Source: an optimization exercise on an open RTL-to-GDS flow (aim: small area). Production flows keep margins and buffers that such runs may drop.
Function was checked by simulation only, so behaviour that the tests miss may differ from the original.
No activity file was given, so power comes from the tool's default toggle rates.

===== flow/run.sh =====
#!/bin/bash
# synth_recipe.tcl (not shown) runs the flow's synth.tcl, then flattens the netlist and writes it again
# the make line also repeats each setting of config.mk as NAME=value (left out here)
make -C /OpenROAD-flow-scripts/flow DESIGN_CONFIG=/design/flow/config.mk WORK_HOME=/design/flow/orfs CLKGATE_MAP_FILE= SYNTH_SCRIPT=/design/flow/synth_recipe.tcl finish

===== flow/config.mk =====
export PLATFORM = sky130hd
export DESIGN_NAME = heapsort
export DESIGN_NICKNAME = heapsort
export VERILOG_FILES = /design/flow/design.v
export SDC_FILE = /design/flow/constraint.sdc
export NUM_CORES = 4
export LEC_CHECK = 0
export CAP_MARGIN = 20
export CORE_MARGIN = 2
export CORE_UTILIZATION = 30
export PLACE_DENSITY = 0.45
export SLEW_MARGIN = 20

===== flow/constraint.sdc =====
create_clock -name core_clock -period 14.0 [get_ports {clk}]
set_input_delay 2.8000 -clock core_clock [delete_from_list [all_inputs] [get_ports {clk}]]
set_output_delay 2.8000 -clock core_clock [all_outputs]
set_load 0.01 [all_outputs]

===== flow/design.v =====
package heapsort_pkg;
   localparam int DATA_W = 32;
   typedef enum logic [1:0] {
      ST_IDLE = 2'd0,
      ST_SIFT = 2'd1,
      ST_SWAP = 2'd2
   } state_e;
   function automatic int heap_n(input int level);
      heap_n = (2 ** (level + 1)) - 1;
   endfunction
   function automatic int idx_w(input int level);
      idx_w = level + 1;
   endfunction
endpackage
import heapsort_pkg::*;
module heap_dpram #(
   parameter int AW = 3
)(
   input  logic              clk,
   input  logic [AW-1:0]     i_ra_addr,
   output logic [DATA_W-1:0] o_ra_data,
   input  logic [AW-1:0]     i_rb_addr,
   output logic [DATA_W-1:0] o_rb_data,
   input  logic              i_wa_en,
   input  logic [AW-1:0]     i_wa_addr,
   input  logic [DATA_W-1:0] i_wa_data,
   input  logic              i_wb_en,
   input  logic [AW-1:0]     i_wb_addr,
   input  logic [DATA_W-1:0] i_wb_data
);
   logic [DATA_W-1:0] r_mem [2**AW];
   always_ff @(posedge clk) begin
      if (i_wa_en) r_mem[i_wa_addr] <= i_wa_data;
      if (i_wb_en) r_mem[i_wb_addr] <= i_wb_data;
   end
   assign o_ra_data = r_mem[i_ra_addr];
   assign o_rb_data = r_mem[i_rb_addr];
endmodule
import heapsort_pkg::*;
module heapsort #(
   parameter int LEVEL = 4
)(
   input  logic              clk,
   input  logic              rst,
   input  logic              fs,
   input  logic              en_rec_in,
   input  logic [DATA_W-1:0] data_in,
   output logic [DATA_W-1:0] data_out
);
   localparam int N  = (2 ** (LEVEL + 1)) - 1;
   localparam int IW = LEVEL + 1;
   localparam int CW = IW + 1;
   localparam logic [IW-1:0] FULL = IW'(N);
   localparam logic [IW-1:0] ONE  = IW'(1);
   localparam logic [1:0] IDLE = ST_IDLE;
   localparam logic [1:0] SIFT = ST_SIFT;
   localparam logic [1:0] SWAP = ST_SWAP;
   logic [1:0]        r_state;
   logic              r_fs;
   logic              r_sel;
   logic [IW-1:0]     r_cnt [2];
   logic [DATA_W-1:0] r_dout;
   logic              r_ins_busy;
   logic [DATA_W-1:0] r_ins_val;
   logic [IW-1:0]     r_ins_hole;
   logic              r_pop_busy;
   logic [DATA_W-1:0] r_pop_val;
   logic [IW-1:0]     r_pop_hole;
   logic              w_evt;
   logic              w_fil;
   logic              w_drn;
   logic [IW-1:0]     w_ra_addr [2];
   logic [IW-1:0]     w_rb_addr [2];
   logic [DATA_W-1:0] w_ra_data [2];
   logic [DATA_W-1:0] w_rb_data [2];
   logic              w_wa_en   [2];
   logic [IW-1:0]     w_wa_addr [2];
   logic [DATA_W-1:0] w_wa_data [2];
   logic              w_wb_en   [2];
   logic [IW-1:0]     w_wb_addr [2];
   logic [DATA_W-1:0] w_wb_data [2];
   logic [IW-1:0]     w_ins_par;
   logic [DATA_W-1:0] w_par_val;
   logic              w_ins_done;
   logic              w_f_wa_en;
   logic [IW-1:0]     w_f_wa_addr;
   logic [DATA_W-1:0] w_f_wa_data;
   logic              w_f_wb_en;
   logic [IW-1:0]     w_f_wb_addr;
   logic [DATA_W-1:0] w_f_wb_data;
   logic [CW-1:0]     w_lc;
   logic [CW-1:0]     w_rc;
   logic [CW-1:0]     w_gc;
   logic [CW-1:0]     w_dcnt;
   logic              w_use_r;
   logic [IW-1:0]     w_ch_idx;
   logic [DATA_W-1:0] w_ch_val;
   logic              w_pop_done;
   logic [IW-1:0]     w_d_ra;
   logic [IW-1:0]     w_d_rb;
   logic              w_d_wa_en;
   logic [IW-1:0]     w_d_wa_addr;
   logic [DATA_W-1:0] w_d_wa_data;
   logic              w_d_wb_en;
   logic [IW-1:0]     w_d_wb_addr;
   logic [DATA_W-1:0] w_d_wb_data;
   assign w_fil    = r_sel;
   assign w_drn    = ~r_sel;
   assign w_evt    = fs & ~r_fs & en_rec_in;
   assign data_out = r_dout;
   assign w_ins_par = (r_ins_hole - ONE) >> 1;
   assign w_par_val = w_ra_data[w_fil];
   always_comb begin
      w_f_wa_en   = 1'b0;
      w_f_wa_addr = r_ins_hole;
      w_f_wa_data = r_ins_val;
      w_f_wb_en   = 1'b0;
      w_f_wb_addr = '0;
      w_f_wb_data = r_ins_val;
      w_ins_done  = 1'b0;
      if (r_state == SIFT && r_ins_busy) begin
         w_f_wa_en = 1'b1;
         if (r_ins_hole == '0) begin
            w_ins_done = 1'b1;
         end else if (r_ins_val < w_par_val) begin
            w_f_wa_data = w_par_val;
            if (w_ins_par == '0) begin
               w_f_wb_en  = 1'b1;
               w_ins_done = 1'b1;
            end
         end else begin
            w_ins_done = 1'b1;
         end
      end
   end
   assign w_lc   = {r_pop_hole, 1'b1};
   assign w_rc   = w_lc + CW'(1);
   assign w_dcnt = {1'b0, r_cnt[w_drn]};
   always_comb begin
      w_use_r     = (w_rc < w_dcnt) && (w_rb_data[w_drn] < w_ra_data[w_drn]);
      w_ch_idx    = w_use_r ? w_rc[IW-1:0] : w_lc[IW-1:0];
      w_ch_val    = w_use_r ? w_rb_data[w_drn] : w_ra_data[w_drn];
      w_gc        = {w_ch_idx, 1'b1};
      w_d_ra      = (r_state == IDLE) ? '0 : w_lc[IW-1:0];
      w_d_rb      = (r_state == IDLE) ? (r_cnt[w_drn] - ONE) : w_rc[IW-1:0];
      w_d_wa_en   = 1'b0;
      w_d_wa_addr = r_pop_hole;
      w_d_wa_data = r_pop_val;
      w_d_wb_en   = 1'b0;
      w_d_wb_addr = w_ch_idx;
      w_d_wb_data = r_pop_val;
      w_pop_done  = 1'b0;
      if (r_state == SIFT && r_pop_busy) begin
         w_d_wa_en = 1'b1;
         if (w_lc >= w_dcnt) begin
            w_pop_done = 1'b1;
         end else if (w_ch_val < r_pop_val) begin
            w_d_wa_data = w_ch_val;
            if (w_gc >= w_dcnt) begin
               w_d_wb_en  = 1'b1;
               w_pop_done = 1'b1;
            end
         end else begin
            w_pop_done = 1'b1;
         end
      end
   end
   for (genvar g = 0; g < 2; g++) begin : g_bank
      logic w_is_fill;
      assign w_is_fill    = (r_sel == 1'(g));
      assign w_ra_addr[g] = w_is_fill ? w_ins_par   : w_d_ra;
      assign w_rb_addr[g] = w_is_fill ? '0          : w_d_rb;
      assign w_wa_en[g]   = w_is_fill ? w_f_wa_en   : w_d_wa_en;
      assign w_wa_addr[g] = w_is_fill ? w_f_wa_addr : w_d_wa_addr;
      assign w_wa_data[g] = w_is_fill ? w_f_wa_data : w_d_wa_data;
      assign w_wb_en[g]   = w_is_fill ? w_f_wb_en   : w_d_wb_en;
      assign w_wb_addr[g] = w_is_fill ? w_f_wb_addr : w_d_wb_addr;
      assign w_wb_data[g] = w_is_fill ? w_f_wb_data : w_d_wb_data;
      heap_dpram #(.AW(IW)) u_bank (
         .clk       (clk),
         .i_ra_addr (w_ra_addr[g]),
         .o_ra_data (w_ra_data[g]),
         .i_rb_addr (w_rb_addr[g]),
         .o_rb_data (w_rb_data[g]),
         .i_wa_en   (w_wa_en[g]),
         .i_wa_addr (w_wa_addr[g]),
         .i_wa_data (w_wa_data[g]),
         .i_wb_en   (w_wb_en[g]),
         .i_wb_addr (w_wb_addr[g]),
         .i_wb_data (w_wb_data[g])
      );
   end
   always_ff @(posedge clk) begin
      if (!rst) begin
         r_fs       <= 1'b0;
         r_state    <= IDLE;
         r_sel      <= 1'b0;
         r_cnt[0]   <= '0;
         r_cnt[1]   <= '0;
         r_dout     <= '0;
         r_ins_busy <= 1'b0;
         r_pop_busy <= 1'b0;
      end else begin
         r_fs <= fs;
         case (r_state)
            IDLE: begin
               if (w_evt) begin
                  r_ins_busy    <= 1'b1;
                  r_ins_val     <= data_in;
                  r_ins_hole    <= r_cnt[w_fil];
                  r_cnt[w_fil]  <= r_cnt[w_fil] + ONE;
                  if (r_cnt[w_drn] != '0) begin
                     r_dout       <= w_ra_data[w_drn];
                     r_pop_val    <= w_rb_data[w_drn];
                     r_pop_hole   <= '0;
                     r_cnt[w_drn] <= r_cnt[w_drn] - ONE;
                     r_pop_busy   <= (r_cnt[w_drn] > ONE);
                  end
                  r_state <= SIFT;
               end
            end
            SIFT: begin
               if (w_ins_done)      r_ins_busy <= 1'b0;
               else if (r_ins_busy) r_ins_hole <= w_ins_par;
               if (w_pop_done)      r_pop_busy <= 1'b0;
               else if (r_pop_busy) r_pop_hole <= w_ch_idx;
               if ((w_ins_done || !r_ins_busy) && (w_pop_done || !r_pop_busy))
                  r_state <= SWAP;
            end
            SWAP: begin
               if (r_cnt[w_fil] == FULL) begin
                  r_sel        <= ~r_sel;
                  r_cnt[w_drn] <= '0;
               end
               r_state <= IDLE;
            end
            default: r_state <= IDLE;
         endcase
      end
   end
endmodule

==> impl_metrics.py, run 1 <==
metrics = {
    "run_status": {
        "outcome": "no timing/DRC/antenna violations",
    },
    "worst_setup_path": {
        "required_ps": 14600,
        "start_kind": "register",
        "cpPeakStageDelay_ps": 990,
        "r2r_slack_ps": 1180,
        "crit_top_cell": "a311oi_1",
        "cpMaxStageDelayCell": "a311oi_1",
        "critPathKind": "register to register",
        "end_kind": "register",
        "r2r_cells": 35,
        "critPathMaxFanout": 59,
        "cp.arrival_ps": 13410,
        "rr_endpoint": "g_bank[0].u_bank.r_mem[30][10]",
        "r2r_start": "r_sel",
    },
    "floorplanning": {
        "die_h_um": 680,
        "ios": 68,
        "initial_utilization_pct": 30.1,
        "die_w_um": 680,
        "core-area_sq_mm": 0.456,
        "rows": 248,
        "die-area_sq_mm": 0.462,
    },
    "pwr": {
        "vdd_ir_drop_max_uv": 105,
        "power_frac_clock_pct": 42.8,
        "intPower_w": 0.0120,
        "p_seq_share_pct": 42.3,
        "swShare_pct": 29.1,
        "power_switching_w": 0.00492,
        "p_leak_nw": 50.9,
        "power_frac_comb_pct": 14.9,
        "p_per_area_mw_per_mm2": 108,
    },
    "place": {
        "dp.final_hpwl_mm": 418,
        "portBuffers": 67,
        "gp_congestion": 0.982,
    },
    "sta": {
        "rsz0062_at_grt": "false",
        "final_max_slew_viol_count": 0,
        "fin_crit_sh_pct": 91.6,
        "skew_ps": 43.8,
        "worst_pin_slew_ps": 1350,
        "holdWs_ps": 480,
        "timing.fmax_ghz": 0.0780,
        "tns_ps": 0,
        "fin_crit_ps": 12820,
        "hold_viol": 0,
        "max_slew_margin_pct": 7.55,
        "setup_violations": 0,
    },
    "global_route": {
        "grt_pass1_wl_mm": 887,
        "grt_pass1_vias": 104991,
        "grt_max_degree": 143,
        "antenna_found_initial": 59,
        "grt_overflow": 0,
        "grtUsageTotal_pct": 27.2,
    },
    "detailed_routing": {
        "drcViolationCount": 0,
        "first_iter_violations": 14075,
        "drt_pass1_iterations": 9,
        "vias": 108826,
        "via_per_inst": 5.98,
        "drt-wirelength-per-cell_um": 35.8,
        "ant_nets": 0,
        "routed_wirelength_mm": 651,
    },
    "yosys": {
        "syn_area_sq_mm": 0.137,
        "synthCells": 12325,
        "synth_edf_count": 2132,
        "synth_top_family_by_area": "multiplexers",
        "synth_compound_area_share_pct": 5.19,
        "syn_avg_cell_area_sq_um": 11.1,
        "ys_seq_area_share_pct": 47.3,
        "synth_ff_type": "edfxtp_1",
        "synthAdderAreaFrac_pct": 1.02,
        "synthMuxAreaShare_pct": 28.4,
        "synth_nets": 12473,
        "yosysWarnings": 20,
        "synthXorXnorAreaFrac_pct": 0.129,
        "async_reset_ff_share_pct": 0,
        "ys_seq_elements": 2171,
        "synth.distinct_cells": 105,
        "synth-simple-area-share_pct": 13.5,
    },
    "final_layout": {
        "mostFrequentLayoutCell": "mux2i_1",
        "area_delta_synth_final_pct": 14.6,
        "fillers": 44915,
        "seqCellArea_sq_mm": 0.0648,
        "mostFrequentLayoutCells": "3156 x mux2i_1, 2225 x nand2_1, 2132 x edfxtp_1",
        "final_layout_size_suffix_gt1_share_pct": 13.6,
        "multi_input_area_sq_mm": 0.0681,
        "nNetsFinal": 12092,
    },
    "clocking": {
        "cts_buffers": 282,
        "clk_pin_slew_worst_paths_ps": 60,
        "cts_resized": 0,
        "post_cts_buffers": 0,
        "root_buffer": "clkbuf_16",
        "clock_path_buffers": 4,
        "cts_hold_buf": 0,
        "cts_tree": "yes",
        "htree_levels": 5,
        "insertion_delay_ps": 950,
        "clock_sinks": 2171,
    },
    "min_path": {
        "min_from": "r_dout[1]",
        "hold_depth": 2,
        "hold_path_end": "r_dout[1]",
        "hold_path.class": "register to register",
    },
    "flow_run": {
        "cap_violations": 0,
    },
}
[cells by family after synthesis]
kind of cell,count (synthesis)
DFF,2171
muxes,3537
buffers and inverters,1451
xor gates and xnor gates,18
AOI/OAI and AO/OA,1019
and+or+nand+nor,4017
adders and majority gates,112
[cell usage after synthesis, types with 35 or more instances]
| cell | n | area share [%] |
|---|---|---|
| mux2i_1 | 3223 | 24 |
| nand2_1 | 2239 | 6.1 |
| edfxtp_1 | 2132 | 47 |
| nand3_1 | 1240 | 4.5 |
| clkbuf_1 | 831 | 2.3 |
| mux4_2 | 276 | 4.5 |
| buf_2 | 256 | 0.93 |
| a21oi_1 | 215 | 0.78 |
| buf_1 | 171 | 0.47 |
| a311oi_1 | 150 | 0.96 |
| and3_1 | 136 | 0.62 |
| o21ai_0 | 134 | 0.49 |
| a31oi_1 | 125 | 0.57 |
| ha_1 | 112 | 1.0 |
| inv_1 | 111 | 0.30 |
| nor2_1 | 90 | 0.25 |
| a21o_1 | 89 | 0.49 |
| nor3_1 | 82 | 0.30 |
| a211oi_1 | 79 | 0.43 |
| buf_4 | 54 | 0.30 |
| and2_1 | 53 | 0.24 |
| nor4_4 | 46 | 0.71 |
| dfxtp_1 | 39 | 0.57 |
| a21boi_0 | 38 | 0.21 |
| mux2_2 | 35 | 0.29 |
[worst max path at each step]
stage | start | to | slack [ps] | depth (start not counted)
detailed placement | r_sel | g_bank[0].u_bank.r_mem[30][13] | 1650 | 35
CTS | r_sel | g_bank[0].u_bank.r_mem[30][11] | 1620 | 35
global placement | r_sel | g_bank[0].u_bank.r_mem[30][13] | 610 | 34
global route | r_sel | g_bank[0].u_bank.r_mem[30][9] | 920 | 35
finish | r_sel | g_bank[0].u_bank.r_mem[30][10] | 1180 | 35
floorplan | r_sel | g_bank[0].u_bank.r_mem[24][0] | -610 | 50
[power by group through the flow]
stage	registers [W]	clock network, W	logic [W]
2_1_floorplan	0.00728	0	0.00127
3_3_place_gp	0.00730	0	0.00242
3_5_place_dp	0.00730	0	0.00242
4_1_cts	0.00716	0.00732	0.00243
5_1_grt	0.00716	0.00755	0.00259
6_report	0.00716	0.00724	0.00251
[final cells by class]
| cell class | count | share of cell area (%) |
|---|---|---|
| Inverter | 115 | 0.284 |
| Multi-Input combinational cell | 8703 | 43.3 |
| Sequential cell | 2171 | 41.3 |
| Clock buffer | 358 | 4.80 |
| Tap cell | 6000 | 4.78 |
| Antenna cell | 25 | 0.0398 |
| Clock inverter | 143 | 0.797 |
| Timing Repair Buffer | 671 | 4.70 |
[routing by layer]
metal  vias to the layer above  track usage [%]  part of all wire, %
met5                         -                0                0.036
met2                      6152             42.1                   44
met3                      1365             5.89                  9.5
li1                      45237                -                    -
met4                        26             12.1                  5.1
met1                     56046             36.4                   41
[critical path: cells and delay by family, from the launching register on]
family                     cells  cell delay (ps)
and+or+nand+nor               13             4310
AOI/OAI and AO/OA             13             4120
buffers and inverters          5             1610
adders and majority gates      3             1070
DFF                            1              680
muxes                          1              440
[state kept, by name (all words and copies together) (netlist names), named ones only]
signal               count
r_pop_hole               5
r_pop_busy               1
r_state                  2
r_sel                    1
r_ins_busy               1
r_ins_hole               5
r_dout                  32
r_fs                     1
r_pop_val               32
r_ins_val               32
g_bank.u_bank.r_mem   2048
r_cnt                   10
[metrics by stage]
step                utilization [%]  cell area [sq um]  power, W  setup WS, ps  std cells
floorplan                         -             137000   0.00855          -613      12325
global placement               32.5             148000   0.00972           610      17652
detailed placement             32.5             148000   0.00972          1650      17657
CTS                            34.5             157000    0.0169          1620      18158
global route                   34.5             157000    0.0173           924      18171
finish                         34.5             157000    0.0169          1180      18186
==> run 2, diff against run 1 <==
==> flow/design.v (replaced) <==
package heapsort_pkg;
   localparam int DATA_W = 32;
   localparam int DIGITS  = 4;
   localparam int DIGIT_W = DATA_W / DIGITS;
endpackage
import heapsort_pkg::*;
module heap_dpram #(
   parameter int NW = 31
)(
   input  logic                  clk,
   input  logic [NW-1:0]         i_we,
   input  logic [DIGIT_W-1:0]    i_wdig,
   output logic [NW*DIGIT_W-1:0] o_rdig
);
   for (genvar g = 0; g < NW; g++) begin : g_word
      logic [DATA_W-1:0]  r_word;
      logic [DIGIT_W-1:0] w_wrap;
      assign w_wrap = i_we[g] ? i_wdig : r_word[DATA_W-1 -: DIGIT_W];
      assign o_rdig[g*DIGIT_W +: DIGIT_W] = w_wrap;
      always_ff @(posedge clk)
         r_word <= {r_word[DATA_W-DIGIT_W-1:0], w_wrap};
   end
endmodule
import heapsort_pkg::*;
module heapsort #(
   parameter int LEVEL = 4
)(
   input  logic              clk,
   input  logic              rst,
   input  logic              fs,
   input  logic              en_rec_in,
   input  logic [DATA_W-1:0] data_in,
   output logic [DATA_W-1:0] data_out
);
   localparam int N  = (2 ** (LEVEL + 1)) - 1;
   localparam int IW = LEVEL + 1;
   localparam int PW = 2;      
   localparam logic [IW-1:0] LAST  = IW'(N - 1);
   localparam logic [PW-1:0] PLAST = PW'(DIGITS - 1);
   logic              r_fs;
   logic [PW-1:0]     r_ph;       
   logic              r_sel;      
   logic              r_steady;   
   logic [IW-1:0]     r_cnt;      
   logic [IW-1:0]     r_idx;      
   logic              r_pend;     
   logic              r_win;      
   logic              r_fin;      
   logic              r_swp;      
   logic [N-1:0]      r_tag;
   logic [N-1:0]      r_alive;
   logic [DATA_W-1:0] r_smp;
   logic [DATA_W-1:0] r_next;
   logic [DATA_W-1:0] r_dout;
   logic                 w_evt;
   logic [N-1:0]         w_we;
   logic [DIGIT_W-1:0]   w_wdig;
   logic [N*DIGIT_W-1:0] w_rdig;
   logic [N-1:0]         w_alive;
   logic [DIGIT_W-1:0]   w_min;
   logic [IW-1:0]        w_first;
   assign w_evt    = fs & ~r_fs & en_rec_in;
   assign data_out = r_dout;
   always_comb begin
      w_we = '0;
      if (r_win) w_we[r_idx] = 1'b1;
   end
   assign w_wdig = r_smp[(DIGITS - 1 - r_ph) * DIGIT_W +: DIGIT_W];
   heap_dpram #(.NW(N)) u_store (
      .clk    (clk),
      .i_we   (w_we),
      .i_wdig (w_wdig),
      .o_rdig (w_rdig)
   );
   always_comb begin
      logic z;
      for (int w = 0; w < N; w++)
         w_alive[w] = (r_ph == '0) ? (w_we[w] ? r_swp : (r_tag[w] == r_sel)) : r_alive[w];
      for (int b = DIGIT_W - 1; b >= 0; b--) begin
         z = 1'b0;
         for (int w = 0; w < N; w++) z = z | (w_alive[w] & ~w_rdig[w*DIGIT_W + b]);
         w_min[b] = ~z;
         for (int w = 0; w < N; w++) w_alive[w] = w_alive[w] & ~(w_rdig[w*DIGIT_W + b] & z);
      end
   end
   always_comb begin
      w_first = '0;
      for (int w = N - 1; w >= 0; w--)
         if (r_alive[w]) w_first = IW'(w);
   end
   always_ff @(posedge clk) begin
      r_alive <= w_alive;
      if (w_evt) r_smp <= data_in;
      if (r_win) r_next <= {r_next[DATA_W-DIGIT_W-1:0], w_min};
      for (int w = 0; w < N; w++)
         if (w_we[w]) r_tag[w] <= r_swp ? r_sel : ~r_sel;
      if (!rst) begin
         r_fs     <= 1'b0;
         r_ph     <= '0;
         r_sel    <= 1'b0;
         r_steady <= 1'b0;
         r_cnt    <= '0;
         r_idx    <= '0;
         r_pend   <= 1'b0;
         r_win    <= 1'b0;
         r_fin    <= 1'b0;
         r_dout   <= '0;
      end else begin
         r_fs <= fs;
         r_ph <= r_ph + PW'(1);
         if (w_evt) begin
            if (r_steady) r_dout <= r_next;
            r_swp <= (r_cnt == LAST);
            if (r_cnt == LAST) begin
               r_cnt    <= '0;
               r_steady <= 1'b1;
               r_sel    <= ~r_sel;
            end else begin
               r_cnt <= r_cnt + IW'(1);
            end
         end
         if (r_ph == PLAST) begin
            r_win  <= r_pend | w_evt;
            r_pend <= 1'b0;
         end else if (w_evt) begin
            r_pend <= 1'b1;
         end
         r_fin <= r_win & (r_ph == PLAST);
         if (r_fin) r_idx <= r_steady ? w_first : r_cnt;
      end
   end
endmodule
==> run 2 against run 1 <==
- final area down 71%
- wire length shrank 76%
- core utilization is 2.0 points higher
- global-route usage decreased by 3.1 points
- power is 57% lower
- sequential cell count fell by 1002
- cell count shrank 71%
- die area is 72% lower
- critical path depth is 1 lower
- sequential power down 52%
- non-clock buffer count decreased by 422
- combinational power down 77%
- critical endpoint is now r_alive[29]
==> impl_metrics.py, run 2 <==
metrics = {
    "sta": {
        "worst_pin_slew_ps": 1310,
        "fin_crit_sh_pct": 93.7,
        "timing.fmax_ghz": 0.0762,
        "final_max_slew_viol_count": 0,
        "skew_ps": 42.9,
        "rsz0062_at_grt": "false",
        "fin_crit_ps": 13120,
        "hold_viol": 0,
        "tns_ps": 0,
        "setup_slack_ps": 881,
        "setup_violations": 0,
        "holdWs_ps": 300,
        "max_slew_margin_pct": 11.5,
    },
    "yosys": {
        "synth.distinct_cells": 100,
        "synth_ff_type": "dfxtp_1",
        "syn_area_sq_mm": 0.0374,
        "yosysTopAreaCell": "dfxtp_1",
        "synth_top_area_share_pct": 57.4,
        "ys_top_cells_by_count": "1073 x dfxtp_1, 336 x nand2_1, 194 x o21ai_0",
        "async_reset_ff_share_pct": 0,
        "synth.top_cells.by_area": "dfxtp_1 57%, edfxtp_1 7.7%, nand2_1 3.4%",
        "ys_seq_elements": 1169,
        "synth_edf_count": 96,
        "synthCells": 3357,
        "synth_nets": 3400,
        "ys_seq_area_share_pct": 65.1,
        "yosysWarnings": 2,
        "syn_avg_cell_area_sq_um": 11.1,
        "synth_most_common_cell": "dfxtp_1",
    },
    "clocking": {
        "clock_sinks": 1169,
        "cts_hold_buf": 0,
        "cts_buffers": 117,
        "insertion_delay_ps": 750,
        "cts_resized": 0,
        "clk_pin_slew_worst_paths_ps": 70,
        "root_buffer": "clkbuf_16",
        "htree_levels": 3,
        "cts_tree": "yes",
        "post_cts_buffers": 0,
        "clock_path_buffers": 3,
    },
    "pwr": {
        "p_leak_nw": 18.1,
        "fin_total_pwr_w": 0.00726,
        "vdd_ir_drop_max_uv": 99.7,
        "p_per_area_mw_per_mm2": 161,
    },
    "detailed_routing": {
        "ant_nets": 0,
        "via_per_inst": 5.15,
        "drt_pass1_iterations": 5,
        "drcViolationCount": 0,
        "vias": 27447,
        "first_iter_violations": 2882,
        "routed_wirelength_mm": 156,
        "drt-wirelength-per-cell_um": 29.3,
    },
    "min_path": {
        "hold_path.class": "register to register",
        "min_from": "u_store.g_word[28].r_word[15]",
    },
    "worst_setup_path": {
        "critPathKind": "register to register",
        "critical_path_buf_inv_count": 7,
        "end_kind": "register",
        "startpoint": "r_idx[1]",
        "r2r_start": "r_idx[1]",
        "critPathTopFamily": "simple AND/OR/NAND/NOR gates",
        "cp.arrival_ps": 13760,
        "cpPeakStageDelay_ps": 900,
        "cpMaxStageDelayCell": "and4_1",
        "critPathMaxFanout": 35,
        "start_kind": "register",
        "required_ps": 14640,
    },
    "floorplanning": {
        "die-area_sq_mm": 0.127,
        "initial_utilization_pct": 30.2,
        "ios": 68,
        "rows": 129,
        "die_h_um": 357,
        "die_w_um": 357,
        "core-area_sq_mm": 0.124,
    },
    "run_status": {
        "outcome": "no timing/DRC/antenna violations",
    },
    "place": {
        "gp_congestion": 1.01,
        "pre_cts_ws_ps": 1380,
        "portBuffers": 67,
        "dp.final_hpwl_mm": 120,
    },
    "final_layout": {
        "final_util_pct": 36.4,
        "area_delta_synth_final_pct": 20.5,
        "largest_register_ff_count": 992,
        "nNetsFinal": 3631,
        "mostFrequentLayoutCells": "1071 x dfxtp_1, 335 x nand2_1, 185 x o21ai_0",
        "mostFrequentLayoutCell": "dfxtp_1",
        "regMostFlops": "u_store.g_word.r_word",
        "final_layout_size_suffix_gt1_share_pct": 13.3,
    },
    "global_route": {
        "antenna_found_initial": 8,
        "grt_pass1_vias": 25961,
        "grt_pass1_wl_mm": 214,
        "grtUsageTotal_pct": 24.1,
        "grt_overflow": 0,
        "grt_max_degree": 50,
    },
    "flow_run": {
        "cap_violations": 0,
    },
}
## run 2: final timing paths
check	slack (ps)	endpoint	depth (start not counted)
setup reg to reg	880	r_alive[29]	34
setup / recovery	880	r_alive[29]	34
hold / removal	300	u_store.g_word[28].r_word[23]	0
hold reg to reg	300	u_store.g_word[28].r_word[23]	0
## run 2: cells by family after synthesis
family / count (synthesis) / share of synthesized area [%]
compound gates: 896 / 16.4
xor+xnor: 39 / 0.954
fa+ha+maj: 7 / 0.234
buf+inv: 308 / 3.28
flops: 1169 / 65.1
mux: 124 / 3.52
simple gates: 814 / 10.4
## run 2: layout make-up
class,count,area [sq um]
repair buffers,249,2040
flip-flops and latches,1169,24400
diodes,6,15.0
multi-input cells,1880,11900
well taps,1637,2050
clock inverters,50,559
clock buffers,170,3490
fillers,12369,78600
inverters,171,644
## run 2: metal layers
layer	vias to the layer above	track usage (%)	share of wire (%)
li1	12483	-	-
met1	13367	33.0	45
met2	1255	35.5	42
met3	342	4.91	7.1
met4	0	13.1	5.7
met5	-	0	0
## run 2: stage by stage
stage	cell area, sq um	cells
2_1_floorplan	37400	3357
3_3_place_gp	41000	5106
3_5_place_dp	41000	5106
4_1_cts	45000	5326
5_1_grt	45000	5326
6_report	45100	5332
## run 2: worst register-to-register path: cells and delay by family, from the launching register on
kind,cells,cell delay [ps]
and+or+nand+nor,14,5320
buffers and inverters,7,2170
adders and majority gates,1,490
DFF,1,410
AOI/OAI and AO/OA,11,3930
xor gates and xnor gates,1,730
## run 2: report_power, final
group | leakage [nW] | switching (W) | internal [W]
logic | 6.52 | 0.000409 | 0.000177
clock network | 1.99 | 0.00135 | 0.00186
registers | 9.54 | 0.0000558 | 0.00342
==> run 3, diff against run 2 <==
--- a/flow/design.v
+++ b/flow/design.v
@@ -41,3 +41,3 @@
    logic [PW-1:0]     r_ph;       
-   logic              r_sel;      
+   logic              r_ph0;      
    logic              r_steady;   
@@ -48,11 +48,10 @@
    logic              r_fin;      
-   logic              r_swp;      
-   logic [N-1:0]      r_tag;
+   logic [N-1:0]      r_drn;      
    logic [N-1:0]      r_alive;
-   logic [DATA_W-1:0] r_smp;
-   logic [DATA_W-1:0] r_next;
+   logic [DATA_W-1:0] r_pn;
    logic [DATA_W-1:0] r_dout;
    logic                 w_evt;
+   logic                 w_full;
+   logic [N-1:0]         w_sel;
    logic [N-1:0]         w_we;
-   logic [DIGIT_W-1:0]   w_wdig;
    logic [N*DIGIT_W-1:0] w_rdig;
@@ -61,5 +60,10 @@
    logic [IW-1:0]        w_first;
+   logic [IW-1:0]        w_nidx;
    assign w_evt    = fs & ~r_fs & en_rec_in;
+   assign w_full   = (r_cnt == LAST);
    assign data_out = r_dout;
+   assign w_nidx = !r_fin ? r_idx : r_steady ? w_first : r_cnt;
    always_comb begin
+      w_sel = '0;
+      w_sel[w_nidx] = 1'b1;
       w_we = '0;
@@ -67,3 +71,2 @@
    end
-   assign w_wdig = r_smp[(DIGITS - 1 - r_ph) * DIGIT_W +: DIGIT_W];
    heap_dpram #(.NW(N)) u_store (
@@ -71,3 +74,3 @@
       .i_we   (w_we),
-      .i_wdig (w_wdig),
+      .i_wdig (r_pn[DATA_W-1 -: DIGIT_W]),
       .o_rdig (w_rdig)
@@ -76,4 +79,3 @@
       logic z;
-      for (int w = 0; w < N; w++)
-         w_alive[w] = (r_ph == '0) ? (w_we[w] ? r_swp : (r_tag[w] == r_sel)) : r_alive[w];
+      w_alive = r_ph0 ? r_drn : r_alive;
       for (int b = DIGIT_W - 1; b >= 0; b--) begin
@@ -92,6 +94,6 @@
       r_alive <= w_alive;
-      if (w_evt) r_smp <= data_in;
-      if (r_win) r_next <= {r_next[DATA_W-DIGIT_W-1:0], w_min};
-      for (int w = 0; w < N; w++)
-         if (w_we[w]) r_tag[w] <= r_swp ? r_sel : ~r_sel;
+      if (w_evt)      r_pn <= data_in;
+      else if (r_win) r_pn <= {r_pn[DATA_W-DIGIT_W-1:0], w_min};
+      if (w_evt & w_full) r_drn <= '1;
+      else if (w_evt)     r_drn <= r_drn & ~w_sel;
       if (!rst) begin
@@ -99,3 +101,3 @@
          r_ph     <= '0;
-         r_sel    <= 1'b0;
+         r_ph0    <= 1'b1;
          r_steady <= 1'b0;
@@ -110,9 +112,8 @@
          r_ph <= r_ph + PW'(1);
+         r_ph0 <= (r_ph == PLAST);
          if (w_evt) begin
-            if (r_steady) r_dout <= r_next;
-            r_swp <= (r_cnt == LAST);
-            if (r_cnt == LAST) begin
+            if (r_steady) r_dout <= r_pn;
+            if (w_full) begin
                r_cnt    <= '0;
                r_steady <= 1'b1;
-               r_sel    <= ~r_sel;
             end else begin
@@ -128,3 +129,3 @@
          r_fin <= r_win & (r_ph == PLAST);
-         if (r_fin) r_idx <= r_steady ? w_first : r_cnt;
+         r_idx <= w_nidx;
       end
--- a/flow/config.mk
+++ b/flow/config.mk
@@ -7,6 +7,11 @@
 export LEC_CHECK = 0
+export ABC_AREA = 1
 export CAP_MARGIN = 20
 export CORE_MARGIN = 2
-export CORE_UTILIZATION = 30
-export PLACE_DENSITY = 0.45
+export CORE_UTILIZATION = 50
+export CTS_BUF_LIST = sky130_fd_sc_hd__clkbuf_16
+export CTS_CLUSTER_DIAMETER = 70
+export CTS_CLUSTER_SIZE = 24
+export GPL_TIMING_DRIVEN = 0
+export PLACE_DENSITY = 0.65
 export SLEW_MARGIN = 20
==> run 3 against run 2 <==
- wire length fell by 40%
- still clean
- core utilization rose by 19 points
- register-to-register slack improved by 330 ps
- sequential power fell by 4%
- cell count fell by 7.2%
- critical endpoint is now r_pn[0]
- clock power fell by 45%
- final area fell by 15%
- die area fell by 43%
- synthesized cell count rose by 15%
==> impl_metrics.py, run 3 <==
metrics = {
    "detailed_routing": {
        "vias": 24282,
        "ant_nets": 0,
        "first_iter_violations": 1958,
        "drt_pass1_iterations": 7,
        "routed_wirelength_mm": 93.3,
        "drcViolationCount": 0,
        "drt-wirelength-per-cell_um": 18.9,
        "via_per_inst": 4.91,
    },
    "worst_setup_path": {
        "startpoint": "r_idx[0]",
        "critPathKind": "register to register",
        "cp.arrival_ps": 13200,
        "cpPeakStageDelay_ps": 610,
        "crit_top_cell": "nand2_1",
        "critPathMaxFanout": 10,
        "start_kind": "register",
        "required_ps": 14410,
        "r2r_start": "r_idx[0]",
        "cpMaxStageDelayCell": "nor2_1",
        "end_kind": "register",
        "critical_path_buf_inv_count": 11,
        "critPathTopFamily": "simple AND/OR/NAND/NOR gates",
    },
    "yosys": {
        "synth.top_cells.by_area": "dfxtp_1 63%, nand2_1 11%, inv_1 6.4%",
        "synth_nets": 3912,
        "ys_seq_elements": 1136,
        "synth_edf_count": 32,
        "synth_most_common_cell": "dfxtp_1",
        "syn_area_sq_mm": 0.0350,
        "yosysWarnings": 2,
        "async_reset_ff_share_pct": 0,
        "yosysTopAreaCell": "dfxtp_1",
        "synth_ff_type": "dfxtp_1",
        "ys_seq_area_share_pct": 65.8,
        "ys_top_cells_by_count": "1104 x dfxtp_1, 1048 x nand2_1, 594 x inv_1",
        "syn_avg_cell_area_sq_um": 9.06,
        "synthCells": 3867,
        "synth_top_area_share_pct": 63.1,
        "synth.distinct_cells": 41,
    },
    "place": {
        "gp_congestion": 0.975,
        "dp.final_hpwl_mm": 71.8,
        "placed_area_sq_mm": 0.0369,
        "portBuffers": 67,
    },
    "floorplanning": {
        "die_w_um": 269,
        "rows": 97,
        "ios": 68,
        "die_h_um": 269,
        "die-area_sq_mm": 0.0722,
        "core-area_sq_mm": 0.0697,
        "initial_utilization_pct": 50.3,
    },
    "pwr": {
        "vdd_ir_drop_max_uv": 130,
        "p_leak_nw": 18.8,
        "p_per_area_mw_per_mm2": 148,
    },
    "global_route": {
        "grt_pass1_vias": 22986,
        "grt_overflow": 0,
        "grt_max_degree": 33,
        "antenna_found_initial": 0,
        "grtUsageTotal_pct": 26.0,
        "grt_pass1_wl_mm": 138,
    },
    "clocking": {
        "post_cts_buffers": 0,
        "root_buffer": "clkbuf_16",
        "cts_tree": "yes",
        "clock_sinks": 1136,
        "insertion_delay_ps": 660,
        "cts_hold_buf": 0,
        "clk_pin_slew_worst_paths_ps": 90,
        "cts_buffers": 56,
        "htree_levels": 2,
        "clock_path_buffers": 3,
        "cts_resized": 0,
    },
    "sta": {
        "hold_viol": 0,
        "final_max_slew_viol_count": 0,
        "timing.fmax_ghz": 0.0782,
        "rsz0062_at_grt": "false",
        "skew_ps": 44.7,
        "setup_violations": 0,
        "fin_crit_ps": 12790,
        "max_slew_margin_pct": 16.0,
        "tns_ps": 0,
        "worst_pin_slew_ps": 1250,
        "fin_crit_sh_pct": 91.4,
    },
    "final_layout": {
        "multi_input_area_sq_mm": 0.00910,
        "mostFrequentLayoutCell": "dfxtp_1",
        "final_area_sq_mm": 0.0385,
        "largest_register_ff_count": 992,
        "mostFrequentLayoutCells": "1104 x dfxtp_1, 1047 x nand2_1, 597 x inv_1",
        "reg.largest.list": "u_store.g_word.r_word (992), r_dout (32), r_pn (32)",
        "seqCellArea_sq_mm": 0.0231,
        "nNetsFinal": 4037,
        "area_delta_synth_final_pct": 9.77,
        "fillers": 6416,
        "final_layout_size_suffix_gt1_share_pct": 5.84,
        "regMostFlops": "u_store.g_word.r_word",
    },
    "min_path": {
        "hold_path.class": "register to register",
        "min_from": "u_store.g_word[20].r_word[0]",
    },
    "run_status": {
        "outcome": "no timing/DRC/antenna violations",
    },
    "flow_run": {
        "cap_violations": 0,
    },
}
==> run 3: cell count changes after synthesis, moves of 42 or more <==
cell	change
o21ai_1	-50
nor3_1	-54
o211ai_1	-53
edfxtp_1	-64
o21ai_0	+129
a21oi_1	-83
or2_2	+47
clkbuf_1	-42
nand3_1	+243
inv_1	+429
mux2i_1	-82
a21boi_0	-94
nand2_1	+712
==> run 3: metrics by stage <==
stage	total power [W]	hold WS, ps	instances	util, %	setup WS [ps]
after floorplan	0.00375	310	3867	-	6860
after global placement	0.00401	310	4874	53.0	1650
after CTS	0.00574	314	4947	55.2	1550
after global routing	0.00593	323	4947	55.2	289
after detailed placement	0.00402	312	4874	53.0	1600
final	0.00571	308	4949	55.2	1210
==> run 3: worst paths after layout <==
path                                        to  slack, ps  cells after the start
hold reg to reg   u_store.g_word[20].r_word[8]        310                      0
setup reg to reg                       r_pn[0]       1210                     74
hold / removal    u_store.g_word[20].r_word[8]        310                      0
setup / recovery                       r_pn[0]       1210                     74
==> run 3: metal layers <==
metal	track usage (%)	up-vias	wire (um)
li1	-	12104	-
met1	35.6	11311	42500
met2	41.5	681	41300
met3	3.87	186	5770
met4	10.0	0	3750
met5	0	-	0
==> run 3: cell families (layout without fill, tap and decap cells) <==
| group | after synthesis | in the layout | synth area share (%) |
|---|---|---|---|
| other | 0 | 2 | 0 |
| adder cells (fa/ha/maj) | 9 | 9 | 0.321 |
| buffers and inverters | 709 | 849 | 8.25 |
| flip-flops | 1136 | 1136 | 65.8 |
| XOR/XNOR | 3 | 3 | 0.0750 |
| AND/OR/NAND/NOR | 1610 | 1610 | 19.7 |
| AO/OA/AOI/OAI | 400 | 400 | 5.89 |
==> run 3: worst register-to-register path, delay by kind of cell (launching register included) <==
family | cells | cell delay (ps)
fa+ha+maj | 1 | 280
buf+inv | 11 | 2650
compound gates | 1 | 260
flops | 1 | 400
simple gates | 61 | 8980
==> run 3: power breakdown <==
part	internal [W]	total [W]	switching, W
Combinational	0.000159	0.000637	0.000478
Sequential	0.00330	0.00332	0.0000222
Clock	0.000752	0.00175	0.00100
Total	0.00421	0.00571	0.00150
==> run 3: cell type report <==
class                      instances  share of cell area, %
clock inverter                    17                  0.442
sequential                      1136                   59.9
tap                              940                   3.06
inverter                         595                   5.81
clock buffer                      56                   3.64
multi-input combinational       2022                   23.6
timing repair buffer              67                   1.74
antenna                            2                 0.0130
buffer                           114                   1.71
==> run 4, diff against run 3 <==
--- a/flow/config.mk
+++ b/flow/config.mk
@@ -10,3 +10,3 @@
 export CORE_MARGIN = 2
-export CORE_UTILIZATION = 50
+export CORE_UTILIZATION = 70
 export CTS_BUF_LIST = sky130_fd_sc_hd__clkbuf_16
@@ -15,3 +15,3 @@
 export GPL_TIMING_DRIVEN = 0
-export PLACE_DENSITY = 0.65
+export PLACE_DENSITY = 0.85
 export SLEW_MARGIN = 20
==> run 4 against run 3 <==
- sequential power hardly changed
- core utilization is 21 points higher
- critical path depth is 1 lower
- critical endpoint unchanged
- largest cell class unchanged
- largest power group unchanged
==> impl_metrics.py, run 4 <==
metrics = {
    "run_status": {
        "outcome": "no timing/DRC/antenna violations",
    },
    "final_layout": {
        "mostFrequentLayoutCell": "dfxtp_1",
        "regMostFlops": "u_store.g_word.r_word",
        "final_layout_size_suffix_gt1_share_pct": 5.65,
        "final_util_pct": 76.4,
        "mostFrequentLayoutCells": "1104 x dfxtp_1, 1047 x nand2_1, 598 x inv_1",
        "final_area_sq_mm": 0.0380,
        "largest_register_ff_count": 992,
        "area_delta_synth_final_pct": 8.54,
        "fillers": 3371,
        "nNetsFinal": 4035,
        "reg.largest.list": "u_store.g_word.r_word (992), r_dout (32), r_pn (32)",
    },
    "detailed_routing": {
        "drt-wirelength-per-cell_um": 20.0,
        "first_iter_violations": 2607,
        "drcViolationCount": 0,
        "via_per_inst": 5.44,
        "vias": 25417,
        "ant_nets": 0,
        "drt_pass1_iterations": 8,
        "routed_wirelength_mm": 93.3,
    },
    "worst_setup_path": {
        "cpMaxStageDelayCell": "nor2_1",
        "crit_top_cell": "nand2_1",
        "critPathKind": "register to register",
        "required_ps": 14380,
        "critPathTopFamily": "simple AND/OR/NAND/NOR gates",
        "critical_path_buf_inv_count": 11,
        "critPathMaxFanout": 10,
        "start_kind": "register",
        "end_kind": "register",
        "cp.arrival_ps": 13290,
        "cpPeakStageDelay_ps": 740,
    },
    "clocking": {
        "cts_tree": "yes",
        "htree_levels": 2,
        "post_cts_buffers": 0,
        "cts_buffers": 54,
        "clock_path_buffers": 3,
        "insertion_delay_ps": 650,
        "root_buffer": "clkbuf_16",
        "cts_hold_buf": 0,
        "clock_sinks": 1136,
        "cts_resized": 0,
        "clk_pin_slew_worst_paths_ps": 100,
    },
    "floorplanning": {
        "core-area_sq_mm": 0.0498,
        "rows": 82,
        "initial_utilization_pct": 70.4,
        "die_h_um": 228,
        "die_w_um": 228,
        "ios": 68,
        "die-area_sq_mm": 0.0519,
    },
    "yosys": {
        "synth.top_cells.by_area": "dfxtp_1 63%, nand2_1 11%, inv_1 6.4%",
        "ys_top_cells_by_count": "1104 x dfxtp_1, 1048 x nand2_1, 594 x inv_1",
        "synthCells": 3867,
        "synth_most_common_cell": "dfxtp_1",
        "ys_seq_area_share_pct": 65.8,
        "syn_avg_cell_area_sq_um": 9.06,
        "ys_seq_elements": 1136,
        "synth_ff_type": "dfxtp_1",
        "synth_top_area_share_pct": 63.1,
        "syn_area_sq_mm": 0.0350,
        "synth_nets": 3912,
        "synth_edf_count": 32,
        "yosysWarnings": 2,
        "synth.distinct_cells": 41,
        "yosysTopAreaCell": "dfxtp_1",
        "async_reset_ff_share_pct": 0,
    },
    "global_route": {
        "grt_overflow": 0,
        "grt_pass1_wl_mm": 140,
        "grtUsageTotal_pct": 35.6,
        "grt_max_degree": 33,
        "antenna_found_initial": 3,
        "grt_pass1_vias": 24976,
    },
    "pwr": {
        "p_per_area_mw_per_mm2": 148,
        "vdd_ir_drop_max_uv": 154,
        "p_leak_nw": 18.8,
    },
    "sta": {
        "max_slew_margin_pct": 34.7,
        "fin_crit_sh_pct": 92.2,
        "timing.fmax_ghz": 0.0775,
        "tns_ps": 0,
        "skew_ps": 29.4,
        "rsz0062_at_grt": "false",
        "hold_viol": 0,
        "setup_violations": 0,
        "worst_pin_slew_ps": 976,
        "final_max_slew_viol_count": 0,
        "fin_crit_ps": 12910,
    },
    "place": {
        "dp.final_hpwl_mm": 69.8,
        "portBuffers": 67,
        "gp_congestion": 1.08,
        "placed_area_sq_mm": 0.0366,
    },
    "min_path": {
        "hold_path.class": "register to register",
    },
    "flow_run": {
        "cap_violations": 0,
    },
}
[run 4: changes by cell type in the layout (fill, tap and decap cells not counted), sizes merged]
cell,delta
clkbuf,-1
clkinv,-5
inv,-2
[run 4: cells by family after synthesis]
kind of cell	synth area share, %
AO/OA/AOI/OAI	5.89
adder cells (fa/ha/maj)	0.321
buffers and inverters	8.25
flip-flops	65.8
AND/OR/NAND/NOR	19.7
XOR/XNOR	0.0750
[run 4: worst register-to-register path, delay by kind of cell (launching register included)]
family          cells  cell delay, ps
flops               1             410
compound gates      2             710
buf+inv            11            2500
simple gates       59            8740
fa+ha+maj           1             290
[run 4: final cells by class]
class	instances	area [sq um]	area share, %
tap	672	841	2.21
multi-input combinational	2022	9100	23.9
buffer	114	658	1.73
sequential	1136	23100	60.6
inverter	595	2230	5.87
timing repair buffer	67	671	1.76
antenna	2	5.00	0.0132
clock buffer	55	1380	3.62
clock inverter	10	96.3	0.253
[run 4: worst paths after layout]
| kind | startpoint | end | slack (ps) | cells past startpoint |
|---|---|---|---|---|
| max | r_idx[0] | r_pn[0] | 1090 | 73 |
| min | u_store.g_word[27].r_word[1] | u_store.g_word[27].r_word[9] | 320 | 0 |
| max reg2reg | r_idx[0] | r_pn[0] | 1090 | 73 |
| min reg2reg | u_store.g_word[27].r_word[1] | u_store.g_word[27].r_word[9] | 320 | 0 |
[run 4: power by group]
part           total, W  leakage [nW]  internal [W]  switching (W)
logic          0.000622          8.79      0.000160       0.000462
clock network   0.00170         0.738      0.000729       0.000971
registers       0.00332          9.23       0.00330      0.0000239
total           0.00564          18.8       0.00419        0.00146
[run 4: per-layer routing]
metal | wire length, um | GRT usage, %
met1 | 37900 | 46.0
met2 | 42900 | 58.0
met5 | 0 | 0
met3 | 7020 | 4.79
met4 | 5590 | 19.9
[run 4: metrics by stage]
stage	total power, W	cells	hold slack [ps]	setup slack, ps
after floorplan	0.00375	3867	310	6860
after global placement	0.00397	4606	310	2210
after detailed placement	0.00399	4606	312	1960
after CTS	0.00562	4671	325	1860
after global routing	0.00580	4671	324	696
final	0.00564	4673	317	1090
==> run 5, diff against run 4 <==
==> flow/flow/run.sh (new file) <==
#!/bin/bash
# Standard ORFS layout (the standard.sh, unchanged synthesis, floorplan,
# power grid and tap cells) with two placement/CTS options changed:
#  - ports are buffered with sky130_fd_sc_hd__buf_1 instead of the default cell;
#  - clock tree synthesis does not add dummy loads.
# The make output goes to make.log here; each ORFS step keeps its own log
# under orfs/logs/.
set -euo pipefail
export BUFFER_PORTS_ARGS="-buffer_cell sky130_fd_sc_hd__buf_1"
export CTS_ARGS="-sink_clustering_enable -repair_clock_nets -dont_use_dummy_load -buf_list sky130_fd_sc_hd__clkbuf_16 -sink_clustering_size 24 -sink_clustering_max_diameter 70"
bash standard.sh finish > make.log 2>&1
==> flow/standard.sh (new file) <==
#!/bin/bash
# synth_recipe.tcl (not shown) runs the flow's synth.tcl, then flattens the netlist and writes it again
# the make line also repeats each setting of config.mk as NAME=value (left out here)
make -C /OpenROAD-flow-scripts/flow DESIGN_CONFIG=/design/flow/config.mk WORK_HOME=/design/flow/orfs CLKGATE_MAP_FILE= SYNTH_SCRIPT=/design/flow/synth_recipe.tcl "${@:-finish}"
--- a/flow/config.mk
+++ b/flow/config.mk
@@ -10,3 +10,3 @@
 export CORE_MARGIN = 2
-export CORE_UTILIZATION = 70
+export CORE_UTILIZATION = 50
 export CTS_BUF_LIST = sky130_fd_sc_hd__clkbuf_16
@@ -15,3 +15,3 @@
 export GPL_TIMING_DRIVEN = 0
-export PLACE_DENSITY = 0.85
+export PLACE_DENSITY = 0.65
 export SLEW_MARGIN = 20
removed: flow/run.sh
==> run 5 against run 4 <==
- clock power about the same
- non-clock buffer count unchanged
- synthesized cell count unchanged
- area after synthesis unchanged
- via count decreased by 4.3%
- sequential share of layout area increased by 0.20 points
- final area decreased by 0.34%
- critical path type unchanged
- power decreased by 0.38%
- hold slack got worse by 30 ps
- sequential power about the same
- sequential cell count unchanged
- clock skew increased by 36 ps
==> impl_metrics.py, run 5 <==
metrics = {
    "global_route": {
        "grt_max_degree": 33,
        "grt_overflow": 0,
        "antenna_found_initial": 0,
        "grt_pass1_wl_mm": 136,
        "grtUsageTotal_pct": 25.5,
        "grt_pass1_vias": 23253,
    },
    "floorplanning": {
        "rows": 97,
        "die_w_um": 269,
        "die-area_sq_mm": 0.0722,
        "core-area_sq_mm": 0.0697,
        "ios": 68,
        "die_h_um": 269,
        "initial_utilization_pct": 50.3,
    },
    "detailed_routing": {
        "vias": 24325,
        "routed_wirelength_mm": 91.7,
        "ant_nets": 0,
        "drt_pass1_iterations": 7,
        "drcViolationCount": 0,
        "first_iter_violations": 1941,
        "drt-wirelength-per-cell_um": 18.6,
        "via_per_inst": 4.93,
    },
    "sta": {
        "holdWs_ps": 287,
        "fin_crit_ps": 12690,
        "hold_viol": 0,
        "setup_violations": 0,
        "final_max_slew_viol_count": 0,
        "rsz0062_at_grt": "false",
        "skew_ps": 65.2,
        "worst_pin_slew_ps": 1180,
        "fin_crit_sh_pct": 90.7,
        "timing.fmax_ghz": 0.0788,
        "tns_ps": 0,
        "max_slew_margin_pct": 20.5,
    },
    "clocking": {
        "cts_tree": "yes",
        "clock_path_buffers": 3,
        "clk_pin_slew_worst_paths_ps": 90,
        "clock_sinks": 1136,
        "cts_buffers": 57,
        "htree_levels": 2,
        "post_cts_buffers": 0,
        "root_buffer": "clkbuf_16",
        "cts_hold_buf": 0,
        "insertion_delay_ps": 650,
        "cts_resized": 0,
    },
    "yosys": {
        "syn_avg_cell_area_sq_um": 9.06,
        "synth_edf_count": 32,
        "ys_seq_area_share_pct": 65.8,
        "async_reset_ff_share_pct": 0,
        "synth.top_cells.by_area": "dfxtp_1 63%, nand2_1 11%, inv_1 6.4%",
        "ys_top_cells_by_count": "1104 x dfxtp_1, 1048 x nand2_1, 594 x inv_1",
        "ys_seq_elements": 1136,
        "yosysTopAreaCell": "dfxtp_1",
        "synth.distinct_cells": 41,
        "synth_ff_type": "dfxtp_1",
        "synth_nets": 3912,
        "synthCells": 3867,
        "syn_area_sq_mm": 0.0350,
        "synth_most_common_cell": "dfxtp_1",
        "yosysWarnings": 2,
        "synth_top_area_share_pct": 63.1,
    },
    "worst_setup_path": {
        "critPathMaxFanout": 10,
        "start_kind": "register",
        "critPathKind": "register to register",
        "r2r_cells": 74,
        "end_kind": "register",
        "required_ps": 14410,
        "cp.arrival_ps": 13100,
        "cpMaxStageDelayCell": "nor2_1",
        "crit_top_cell": "nand2_1",
        "cpPeakStageDelay_ps": 600,
    },
    "final_layout": {
        "mostFrequentLayoutCell": "dfxtp_1",
        "final_util_pct": 54.4,
        "area_delta_synth_final_pct": 8.17,
        "final_layout_size_suffix_gt1_share_pct": 5.59,
        "fillers": 6467,
        "regMostFlops": "u_store.g_word.r_word",
        "mostFrequentLayoutCells": "1104 x dfxtp_1, 1047 x nand2_1, 594 x inv_1",
        "final_cells": 4934,
        "largest_register_ff_count": 992,
        "reg.largest.list": "u_store.g_word.r_word (992), r_dout (32), r_pn (32)",
        "final_area_sq_mm": 0.0379,
        "nNetsFinal": 4038,
    },
    "pwr": {
        "p_leak_nw": 18.6,
        "p_per_area_mw_per_mm2": 148,
        "vdd_ir_drop_max_uv": 125,
    },
    "place": {
        "placed_area_sq_mm": 0.0365,
        "portBuffers": 67,
        "dp.final_hpwl_mm": 70.7,
        "place_inst": 4874,
        "gp_congestion": 1.05,
    },
    "flow_run": {
        "cap_violations": 0,
    },
    "min_path": {
        "hold_path.class": "register to register",
        "hold_depth": 0,
    },
    "run_status": {
        "outcome": "no timing/DRC/antenna violations",
    },
}
-- run 5: cell counts after synthesis --
No cell type changed its count.
-- run 5: final cells by class --
class / count / area (sq um) / area share (%)
flip-flops and latches: 1136 / 23100 / 60.8
multi-input cells: 2022 / 9100 / 24.0
inverters: 595 / 2230 / 5.89
clock buffers: 57 / 1430 / 3.76
well taps: 940 / 1180 / 3.10
plain buffers: 114 / 658 / 1.74
repair buffers: 67 / 251 / 0.663
diodes: 3 / 7.51 / 0.0198
-- run 5: worst max-delay path: cells and delay by family (launching register included) --
kind / cells / cell delay (ps)
compound gates: 1 / 250
simple gates: 61 / 8860
fa+ha+maj: 1 / 270
flops: 1 / 420
buf+inv: 11 / 2620
-- run 5: metrics by stage --
step | setup WS, ps | power [W]
after floorplan | 6860 | 0.00375
after global placement | 1970 | 0.00400
after detailed placement | 1880 | 0.00401
after CTS | 1880 | 0.00565
after global routing | 778 | 0.00582
final | 1310 | 0.00562
-- run 5: power breakdown --
| group | switching, W | internal (W) |
|---|---|---|
| Clock | 0.000953 | 0.000723 |
| Sequential | 0.0000214 | 0.00330 |
| Combinational | 0.000475 | 0.000153 |
| Total | 0.00145 | 0.00417 |
-- run 5: path summary, 6_finish.rpt --
path	start	endpoint	slack, ps
worst min-delay path	u_store.g_word[6].r_word[14]	u_store.g_word[6].r_word[22]	290
worst min register to register	u_store.g_word[6].r_word[14]	u_store.g_word[6].r_word[22]	290
worst max register to register	r_idx[0]	r_pn[0]	1310
worst max-delay path	r_idx[0]	r_pn[0]	1310
-- run 5: kinds of logic after synthesis --
kind of cell	after synthesis	synth area share (%)
fa+ha+maj	9	0.321
simple gates	1610	19.7
xor+xnor	3	0.0750
compound gates	400	5.89
buf+inv	709	8.25
flops	1136	65.8
-- run 5: metal layers --
metal | vias to the layer above | wire [um] | track usage, %
met1 | 11390 | 41800 | 34.7
met5 | - | 0 | 0
li1 | 12085 | - | -
met3 | 169 | 5420 | 3.69
met4 | 0 | 2690 | 7.72
met2 | 681 | 41800 | 42.1
==> run 6, diff against run 5 <==
--- a/flow/design.v
+++ b/flow/design.v
@@ -17,4 +17,4 @@
       logic [DIGIT_W-1:0] w_wrap;
+      assign o_rdig[g*DIGIT_W +: DIGIT_W] = r_word[DATA_W-1 -: DIGIT_W];
       assign w_wrap = i_we[g] ? i_wdig : r_word[DATA_W-1 -: DIGIT_W];
-      assign o_rdig[g*DIGIT_W +: DIGIT_W] = w_wrap;
       always_ff @(posedge clk)
@@ -50,2 +50,4 @@
    logic [N-1:0]      r_alive;
+   logic              r_alive_p;  
+   logic              r_swp;      
    logic [DATA_W-1:0] r_pn;
@@ -56,4 +58,7 @@
    logic [N-1:0]         w_we;
+   logic [N-1:0]         w_tgt;
+   logic [N-1:0]         w_drn;
    logic [N*DIGIT_W-1:0] w_rdig;
    logic [N-1:0]         w_alive;
+   logic                 w_alive_p;
    logic [DIGIT_W-1:0]   w_min;
@@ -64,3 +69,3 @@
    assign data_out = r_dout;
-   assign w_nidx = !r_fin ? r_idx : r_steady ? w_first : r_cnt;
+   assign w_nidx = (!r_fin || r_alive_p) ? r_idx : r_steady ? w_first : r_cnt;
    always_comb begin
@@ -68,4 +73,5 @@
       w_sel[w_nidx] = 1'b1;
-      w_we = '0;
-      if (r_win) w_we[r_idx] = 1'b1;
+      w_tgt = '0;
+      w_tgt[r_idx] = 1'b1;
+      w_we = r_win ? w_tgt : '0;
    end
@@ -79,5 +85,6 @@
       logic z;
-      w_alive = r_ph0 ? r_drn : r_alive;
+      w_alive   = r_ph0 ? r_drn : r_alive;
+      w_alive_p = r_ph0 ? (r_win & r_swp) : r_alive_p;
       for (int b = DIGIT_W - 1; b >= 0; b--) begin
-         z = 1'b0;
+         z = w_alive_p & ~r_pn[DATA_W - DIGIT_W + b];
          for (int w = 0; w < N; w++) z = z | (w_alive[w] & ~w_rdig[w*DIGIT_W + b]);
@@ -85,4 +92,6 @@
          for (int w = 0; w < N; w++) w_alive[w] = w_alive[w] & ~(w_rdig[w*DIGIT_W + b] & z);
+         w_alive_p = w_alive_p & ~(r_pn[DATA_W - DIGIT_W + b] & z);
       end
    end
+   assign w_drn = (r_fin & r_swp & ~r_alive_p) ? (r_drn | w_tgt) : r_drn;
    always_comb begin
@@ -93,7 +102,10 @@
    always_ff @(posedge clk) begin
-      r_alive <= w_alive;
+      r_alive   <= w_alive;
+      r_alive_p <= w_alive_p;
       if (w_evt)      r_pn <= data_in;
       else if (r_win) r_pn <= {r_pn[DATA_W-DIGIT_W-1:0], w_min};
-      if (w_evt & w_full) r_drn <= '1;
-      else if (w_evt)     r_drn <= r_drn & ~w_sel;
+      if (w_evt & w_full) r_drn <= ~w_sel;
+      else if (w_evt)     r_drn <= w_drn & ~w_sel;
+      else                r_drn <= w_drn;
+      if (w_evt)          r_swp <= w_full;
       if (!rst) begin
==> flow/flow/run.sh (replaced) <==
#!/bin/bash
# Layout flow: the standard ORFS flow with three changes.
#  1. After the standard synthesis (run unchanged), the combinational logic of
#     its netlist is re-mapped for area by Yosys/ABC (remap.ys, remap.abc).
#     Every register keeps its instance name and cell type.
#  2. Ports are buffered with sky130_fd_sc_hd__buf_1.
#  3. Clock tree synthesis adds no dummy loads.
# Each tool's output goes to its own log here (synth.log, remap_models.log,
# remap.log, make.log); ORFS keeps per-step logs under orfs/logs/.
set -euo pipefail
W=$(pwd)
P=${FLOW_PLATFORM:-sky130hd}
R=$W/orfs/results/$P/heapsort/base
L=$W/orfs/logs/$P/heapsort/base
LIB=$FLOW_HOME/platforms/$P/lib/sky130_fd_sc_hd__tt_025C_1v80.lib
YS=${YOSYS_EXE:-$(command -v yosys || echo $FLOW_HOME/../tools/install/yosys/bin/yosys)}

bash standard.sh synth > synth.log 2>&1

cp "$R/1_2_yosys.v" "$W/std_netlist.v"
python3 flow/mkmodels.py "$LIB" "$W/cells_comb.v" > remap_models.log 2>&1
DU=$(grep -h "abc -script" "$L/1_2_yosys.log" | head -1 | grep -o -- "-dont_use [A-Za-z0-9_]*" | tr '\n' ' ')
sed -e "s#@LIB@#$LIB#g" -e "s#@DU@#$DU#" -e "s#@IN@#$W/std_netlist.v#" \
    -e "s#@OUT@#$R/1_2_yosys.v#" -e "s#@MODELS@#$W/cells_comb.v#" \
    -e "s#@ABC@#$W/flow/remap.abc#" -e "s#@CONSTR@#$W/flow/abc.constr#" \
    -e "s#@TOP@#${FLOW_TOP:-heapsort}#" flow/remap.ys > remap_run.ys
"$YS" -s remap_run.ys > remap.log 2>&1

export BUFFER_PORTS_ARGS="-buffer_cell sky130_fd_sc_hd__buf_1"
export CTS_ARGS="-sink_clustering_enable -repair_clock_nets -dont_use_dummy_load -buf_list sky130_fd_sc_hd__clkbuf_16 -sink_clustering_size 24 -sink_clustering_max_diameter 70"
bash standard.sh finish > make.log 2>&1
==> flow/flow/abc.constr (new file) <==
set_driving_cell sky130_fd_sc_hd__buf_1
set_load 5
==> flow/flow/mkmodels.py (new file) <==
# Writes Verilog models of the platform's combinational cells, taken from the
# liberty "function" attributes, so Yosys can re-map a mapped netlist's logic.
# usage: python3 mkmodels.py LIBERTY OUT.v
import re, sys
lib = open(sys.argv[1]).read()
out = []
for c in re.split(r'\n\s*cell\s*\(', lib)[1:]:
    name = re.match(r'\s*"?(\w+)"?', c).group(1)
    if re.search(r'\n\s*(ff|latch|statetable)\s*\(', c):
        continue
    pins = []
    for m in re.finditer(r'\n\s*pin\s*\(\s*"?(\w+)"?\s*\)\s*\{(.*?)\n\s{8}\}', c, re.S):
        body = m.group(2)
        d = re.search(r'direction\s*:\s*"?(\w+)"?', body).group(1)
        f = re.search(r'function\s*:\s*"([^"]*)"', body)
        pins.append((m.group(1), d, f.group(1) if f else None))
    outs = [p for p in pins if p[1] == 'output']
    if not outs or any(p[2] is None for p in outs):
        continue
    ins = [p[0] for p in pins if p[1] == 'input']
    s = f"module {name}({', '.join(ins + [p[0] for p in outs])});\n"
    for i in ins:
        s += f"  input {i};\n"
    for p in outs:
        e = p[2].replace('!', '~').replace('+', '|').replace('*', '&')
        s += f"  output {p[0]};\n  assign {p[0]} = {e};\n"
    out.append(s + "endmodule\n")
open(sys.argv[2], 'w').write(''.join(out))
print(f"{len(out)} combinational cell models")
==> flow/flow/remap.abc (new file) <==
strash
&get -n
&st
&syn2
&dch -f
&nf -a -R 1000
&put
topo
stime -c
buffer -c
upsize -c
dnsize -c
==> flow/flow/remap.ys (new file) <==
# Re-map the combinational logic of the standard synthesis netlist for area.
# Registers (and every other sequential cell) stay the same instances with the
# same names and cell types: they are read as black boxes from the liberty.
read_verilog @MODELS@
read_liberty -lib -ignore_redef @LIB@
read_verilog @IN@
hierarchy -check -top @TOP@
flatten
opt_clean -purge
techmap
opt -fast
abc -script @ABC@ -liberty @LIB@ @DU@ -constr @CONSTR@ -D 11000
opt_clean -purge
delete t:$scopeinfo
hilomap -singleton -hicell sky130_fd_sc_hd__conb_1 HI -locell sky130_fd_sc_hd__conb_1 LO
insbuf -buf sky130_fd_sc_hd__buf_4 A X
check -mapped
stat -liberty @LIB@
write_verilog -nohex -nodec @OUT@
==> run 6 against run 5 <==
- sequential power barely moved
- still clean on timing, DRC and antenna
- sequential cell count rose by 2
- critical path depth fell by 16
- sequential share of layout area rose by 4.7 points
- register-to-register slack got worse by 330 ps
- wire length fell by 2.1%
==> impl_metrics.py, run 6 <==
metrics = {
    "clocking": {
        "htree_levels": 2,
        "cts_resized": 0,
        "clock_path_buffers": 3,
        "root_buffer": "clkbuf_16",
        "cts_hold_buf": 0,
        "insertion_delay_ps": 660,
        "clock_sinks": 1138,
        "post_cts_buffers": 0,
        "cts_tree": "yes",
        "cts_buffers": 57,
        "clk_pin_slew_worst_paths_ps": 100,
    },
    "sta": {
        "setup_slack_ps": 980,
        "fin_crit_ps": 13020,
        "hold_viol": 0,
        "max_slew_margin_pct": 21.2,
        "rsz0062_at_grt": "false",
        "setup_violations": 0,
        "timing.fmax_ghz": 0.0768,
        "worst_pin_slew_ps": 1180,
        "fin_crit_sh_pct": 93.0,
        "skew_ps": 55.3,
        "final_max_slew_viol_count": 0,
        "tns_ps": 0,
    },
    "floorplanning": {
        "die-area_sq_mm": 0.0667,
        "die_h_um": 258,
        "die_w_um": 258,
        "initial_utilization_pct": 50.3,
        "core-area_sq_mm": 0.0642,
        "ios": 68,
        "rows": 93,
    },
    "final_layout": {
        "final_layout_size_suffix_gt1_share_pct": 16.2,
        "final_util_pct": 54.9,
        "largest_register_ff_count": 992,
        "regMostFlops": "u_store.g_word.r_word",
        "insertedDiodeCount": 0,
        "final_area_sq_mm": 0.0353,
        "reg.largest.list": "u_store.g_word.r_word (992), r_dout (32), r_pn (32)",
        "nNetsFinal": 2618,
        "area_delta_synth_final_pct": 9.09,
        "final_cells": 3435,
        "mostFrequentLayoutCell": "dfxtp_1",
        "mostFrequentLayoutCells": "1105 x dfxtp_1, 244 x mux2_2, 183 x nor2_1",
    },
    "pwr": {
        "p_leak_nw": 14.2,
        "p_per_area_mw_per_mm2": 154,
        "vdd_ir_drop_max_uv": 100,
    },
    "place": {
        "place_inst": 3378,
        "placed_area_sq_mm": 0.0338,
        "pre_cts_ws_ps": 1290,
        "gp_congestion": 1.01,
        "dp.final_hpwl_mm": 65.2,
        "portBuffers": 67,
    },
    "worst_setup_path": {
        "cpPeakStageDelay_ps": 630,
        "required_ps": 14380,
        "critPathMaxFanout": 10,
        "critPathKind": "register to register",
        "crit_top_cell": "buf_6",
        "cpMaxStageDelayCell": "clkbuf_1",
        "start_kind": "register",
        "cp.arrival_ps": 13400,
        "end_kind": "register",
    },
    "global_route": {
        "grtUsageTotal_pct": 26.7,
        "grt_overflow": 0,
        "grt_pass1_wl_mm": 128,
        "grt_pass1_vias": 18494,
        "grt_max_degree": 30,
        "antenna_found_initial": 2,
    },
    "detailed_routing": {
        "via_per_inst": 5.52,
        "routed_wirelength_mm": 89.8,
        "vias": 18951,
        "first_iter_violations": 1596,
        "drt-wirelength-per-cell_um": 26.1,
        "drcViolationCount": 0,
        "ant_nets": 0,
        "drt_pass1_iterations": 7,
    },
    "yosys": {
        "synth_nets": 2481,
        "syn_avg_cell_area_sq_um": 13.2,
        "syn_area_sq_mm": 0.0323,
        "synthCells": 2445,
        "yosysWarnings": 2,
    },
    "min_path": {
        "hold_path.class": "register to register",
    },
    "flow_run": {
        "cap_violations": 0,
    },
    "run_status": {
        "outcome": "no timing/DRC/antenna violations",
    },
}
-- run 6: worst paths after layout --
| kind | startpoint | to | slack, ps | depth (start not counted) |
|---|---|---|---|---|
| max | r_ph0 | r_pn[0] | 980 | 58 |
| min | u_store.g_word[25].r_word[4] | u_store.g_word[25].r_word[12] | 260 | 0 |
| max reg2reg | r_ph0 | r_pn[0] | 980 | 58 |
| min reg2reg | u_store.g_word[25].r_word[4] | u_store.g_word[25].r_word[12] | 260 | 0 |
-- run 6: layer usage --
layer | vias to the layer above | global-route usage (%) | wire [um]
met2 | 690 | 41.3 | 39500
met4 | 0 | 13.8 | 5140
met1 | 9297 | 36.2 | 39900
li1 | 8756 | - | -
met3 | 208 | 4.40 | 5220
met5 | - | 0 | 0
-- run 6: critical path: cells and delay by family, from the launching register on --
kind,cells,cell delay [ps]
buf+inv,16,3790
compound gates,20,4470
flops,1,310
mux,1,500
simple gates,21,3670
-- run 6: metrics by stage --
stage | hold WS [ps] | power [W]
2_1_floorplan | 310 | 0.00367
3_3_place_gp | 310 | 0.00382
3_5_place_dp | 312 | 0.00383
4_1_cts | 262 | 0.00547
5_1_grt | 259 | 0.00562
6_report | 263 | 0.00545
-- run 6: layout make-up --
cell class              count  area, sq um
well taps                 855         1070
clock buffers              57         1430
plain buffers             118          704
flip-flops and latches   1138        23100
inverters                  22         82.6
fillers                  5397        29000
repair buffers             78          403
multi-input cells        1167         8480
-- run 6: power breakdown --
part           internal, W  leakage, nW  switching [W]  total [W]
Clock             0.000722        0.702       0.000962    0.00168
Sequential         0.00330         9.22      0.0000284    0.00332
Combinational     0.000130         4.26       0.000311   0.000441
Total              0.00415         14.2        0.00130    0.00545

Re-timed with assumed drivers on the ports (clkbuf_16 on the clock, buf_2 on other inputs), run 6 has 0.980 ns of setup slack against 0.980 ns with ideal ports, and 0.980 ns once port delays also move by the mid clock arrival of 0.694 ns.
